Context: an optimization exercise on an open-source flow, tuned for small area, a short achievable clock period and few clock cycles. The choices shown serve that exercise and are no tape-out recipe. At most, simulation tests tie the RTL to the original design; equivalence was not proved. Power and IR drop assume default switching activity.

==> flow/design.v (excerpt) <==
module weight_binner #(
  parameter int                             NUM_BINS         = 16,   
  parameter int                             BIN_DEPTH        = 8,
  parameter int                             BLOCK_WEIGHTS    = 64,
  parameter logic [binning_pkg::ADDR_W-1:0] DRAM_BASE        = 32'h8000_0000,
  parameter int                             BIN_REGION_BYTES = 1024
) (
  input  wire                             Clk,
  input  wire                             arst_n,
  input  wire                             stream_valid,
  input  wire [binning_pkg::WEIGHT_W-1:0] stream_data,
  output logic                            stream_ready,
  input  wire                             start,
  output logic                            done,
  output logic                            bus_cmd_req,
  output logic [binning_pkg::ADDR_W-1:0]  bus_cmd_addr,
  output logic [binning_pkg::LEN_W-1:0]   bus_cmd_len,
  output logic [binning_pkg::WEIGHT_W-1:0] wr_beat_data,
  output logic                            wr_beat_sof_n,
  output logic                            wr_beat_eof_n,
  output logic                            wr_beat_src_rdy_n,
  input  wire                             cmd_ack,
  input  wire                             cmd_cmplt,
  input  wire                             dst_rdy_n
);
For scale: ~5400 cells after synthesis, ~2400 flip-flops, roughly 130 I/O pins, about 0.092 sq mm of cells after synthesis.
Settings: LEC_CHECK=0, ABC_CLOCK_PERIOD_IN_PS=3000, CAP_MARGIN=20, CORE_MARGIN=2, CORE_UTILIZATION=60, CTS_CLUSTER_DIAMETER=60, CTS_CLUSTER_SIZE=20, SETUP_SLACK_MARGIN=5.0, SLEW_MARGIN=20; clock period 8.0 ns.
run.sh (not shown) runs the stock make flow with config.mk's settings and CLKGATE_MAP_FILE= SYNTH_SCRIPT=/design/flow/synth_recipe.tcl, a recipe that flattens the netlist after the stock synthesis.
The first run completed with no timing, DRC or antenna violations.
Testbench counts at the start, summed over its fixed seeds: cycles 41,938.
==> next run, changes <==
Settings changed: CORE_UTILIZATION 60 to 55, CTS_CLUSTER_DIAMETER 60 to 80, CTS_CLUSTER_SIZE 20 to 24, SETUP_SLACK_MARGIN 5.0 to 4.9.
Die area increases by about 9%.
Global-route usage decreases by 2.9 points.
Fmax decreases by about 0.8%.
Hold slack gains 0.0036 ns.
==> next run, changes <==
Settings changed: CTS_CLUSTER_DIAMETER 80 to 60, CTS_CLUSTER_SIZE 24 to 20, PLACE_DENSITY set to 0.72, SETUP_SLACK_MARGIN 4.9 to 5.0.
After rerunning:
- synthesized area does not change
- die area is unchanged
- setup slack loses 0.018 ns
- via count climbs by 2.0%
- sequential power hardly moves
- routed wire length fell by 5.1%
- flip-flop and latch count does not change
- clock skew goes up by 0.023 ns
==> next run, changes <==
Settings changed: CAP_MARGIN 20 to 5, CTS_CLUSTER_DIAMETER 60 to 80, CTS_CLUSTER_SIZE 20 to 24, PLACE_DENSITY 0.72 to not set, SLEW_MARGIN 20 to 5.
The new run produced a clean layout. Clock power shrinks by about a fifth. Routed wire length went up by a few percent. Non-clock buffer count came out higher by 30. Cell area decreases slightly. Clock skew decreases by 0.015 ns. Worst setup slack gets better by 0.042 ns. Flip-flop and latch count does not change. Cell count drops slightly. Total power fell by a few percent. Critical path depth does not change. Die area does not change.
==> next run, changes <==
Settings changed: CAP_MARGIN 5 to 20, CTS_CLUSTER_DIAMETER 80 to 60, CTS_CLUSTER_SIZE 24 to 20, SLEW_MARGIN 5 to 20.
Flip-flop and latch count is unchanged. Sequential share of layout area went down by 0.62 points. Final cell count grows slightly. Critical path depth does not change. Clock-buffer cell count increases by 44. Total power came out higher by a few percent. Final area came out higher slightly. Global-route usage climbs by 0.21 points. Fmax is higher slightly. Utilization climbs by 0.54 points.
==> next run, changes <==
Settings changed: CTS_CLUSTER_DIAMETER 60 to 80, CTS_CLUSTER_SIZE 20 to 24.
Result: Wire length hardly moves; hold slack barely changes; cell area fell slightly; sequential share of layout area grows by 0.62 points; first-iteration DRC count decreases by a few percent; global-route usage goes down by 0.21 points; sequential power hardly moves.

========
Another version of the RTL of weight_binner (not shown whole).
Size: roughly 5,700 cells after synthesis.
make LEC_CHECK=0 ABC_CLOCK_PERIOD_IN_PS=3000 CAP_MARGIN=20 CORE_MARGIN=2 CORE_UTILIZATION=65 CTS_CLUSTER_DIAMETER=60 CTS_CLUSTER_SIZE=20 SETUP_SLACK_MARGIN=4.8 SLEW_MARGIN=20 finish   # period 8.0 ns
Next try:
Settings changed: CORE_UTILIZATION 65 to 50.
Synthesized area stays the same.
Setup slack gains 0.037 ns.
Design area came out higher by 1.3%.
Combinational power came out lower by about 2%.
Core utilization came out lower by 16 points.
Via count came out lower by 1.7%.
Sequential power barely changes.
Worst hold slack gains 0.0077 ns.
Flip-flop and latch count does not change.
Total power came out higher by 1.8%.
Function was not checked in any run of this note: the RTL went through the layout flow alone.

-- afterwards: timing with drivers on the ports --
The flow's constraints put no driver on any port. The routed layouts listed below were extracted and timed again, unchanged, in two steps.
Step 1, drivers: a clkbuf_16 drives Clk and a buf_2 each remaining input, both assumed.
Step 2 adds t to the input delays and takes it off the output delays; t is the mean of the earliest and latest rising clock arrival at the registers after step 1. Input paths then give back, and output paths get back, about the clock's delay inside the block.
Slacks: ideal ports / drivers / drivers and shift; pairs: ideal ports / drivers.
run | t, ns | slack for setup (ns) | hold WS [ns] | worst setup path at the end | cell pins on the clock port's net
the first run of note 1 | 0.923 | 4.817 / 4.720 / 3.969 | 0.423 / 0.423 / 0.423 | input to register | 1
the second run of note 1 | 0.869 | 4.792 / 4.712 / 3.976 | 0.427 / 0.427 / 0.427 | input to register | 1
the third run of note 1 | 0.917 | 4.774 / 4.684 / 3.767 | 0.424 / 0.424 / 0.424 | input to register | 1
the fourth run of note 1 | 0.889 | 4.816 / 4.721 / 3.963 | 0.415 / 0.415 / 0.415 | input to register | 1
the fifth run of note 1 | 0.875 | 4.835 / 4.754 / 4.011 | 0.417 / 0.417 / 0.417 | input to register | 1
the sixth run of note 1 | 0.889 | 4.816 / 4.721 / 3.963 | 0.415 / 0.415 / 0.415 | input to register | 1
the first run of note 2 | 0.907 | 4.691 / 4.691 / 3.869 | 0.415 / 0.415 / 0.415 | input to register | 1
the second run of note 2 | 0.930 | 4.729 / 4.717 / 3.907 | 0.423 / 0.423 / 0.423 | input to register | 1
After both steps every run listed still meets setup and hold. The setup slack of the third run of note 1, which loses most, moves by -0.090 ns with the drivers and by -1.007 ns with both steps.
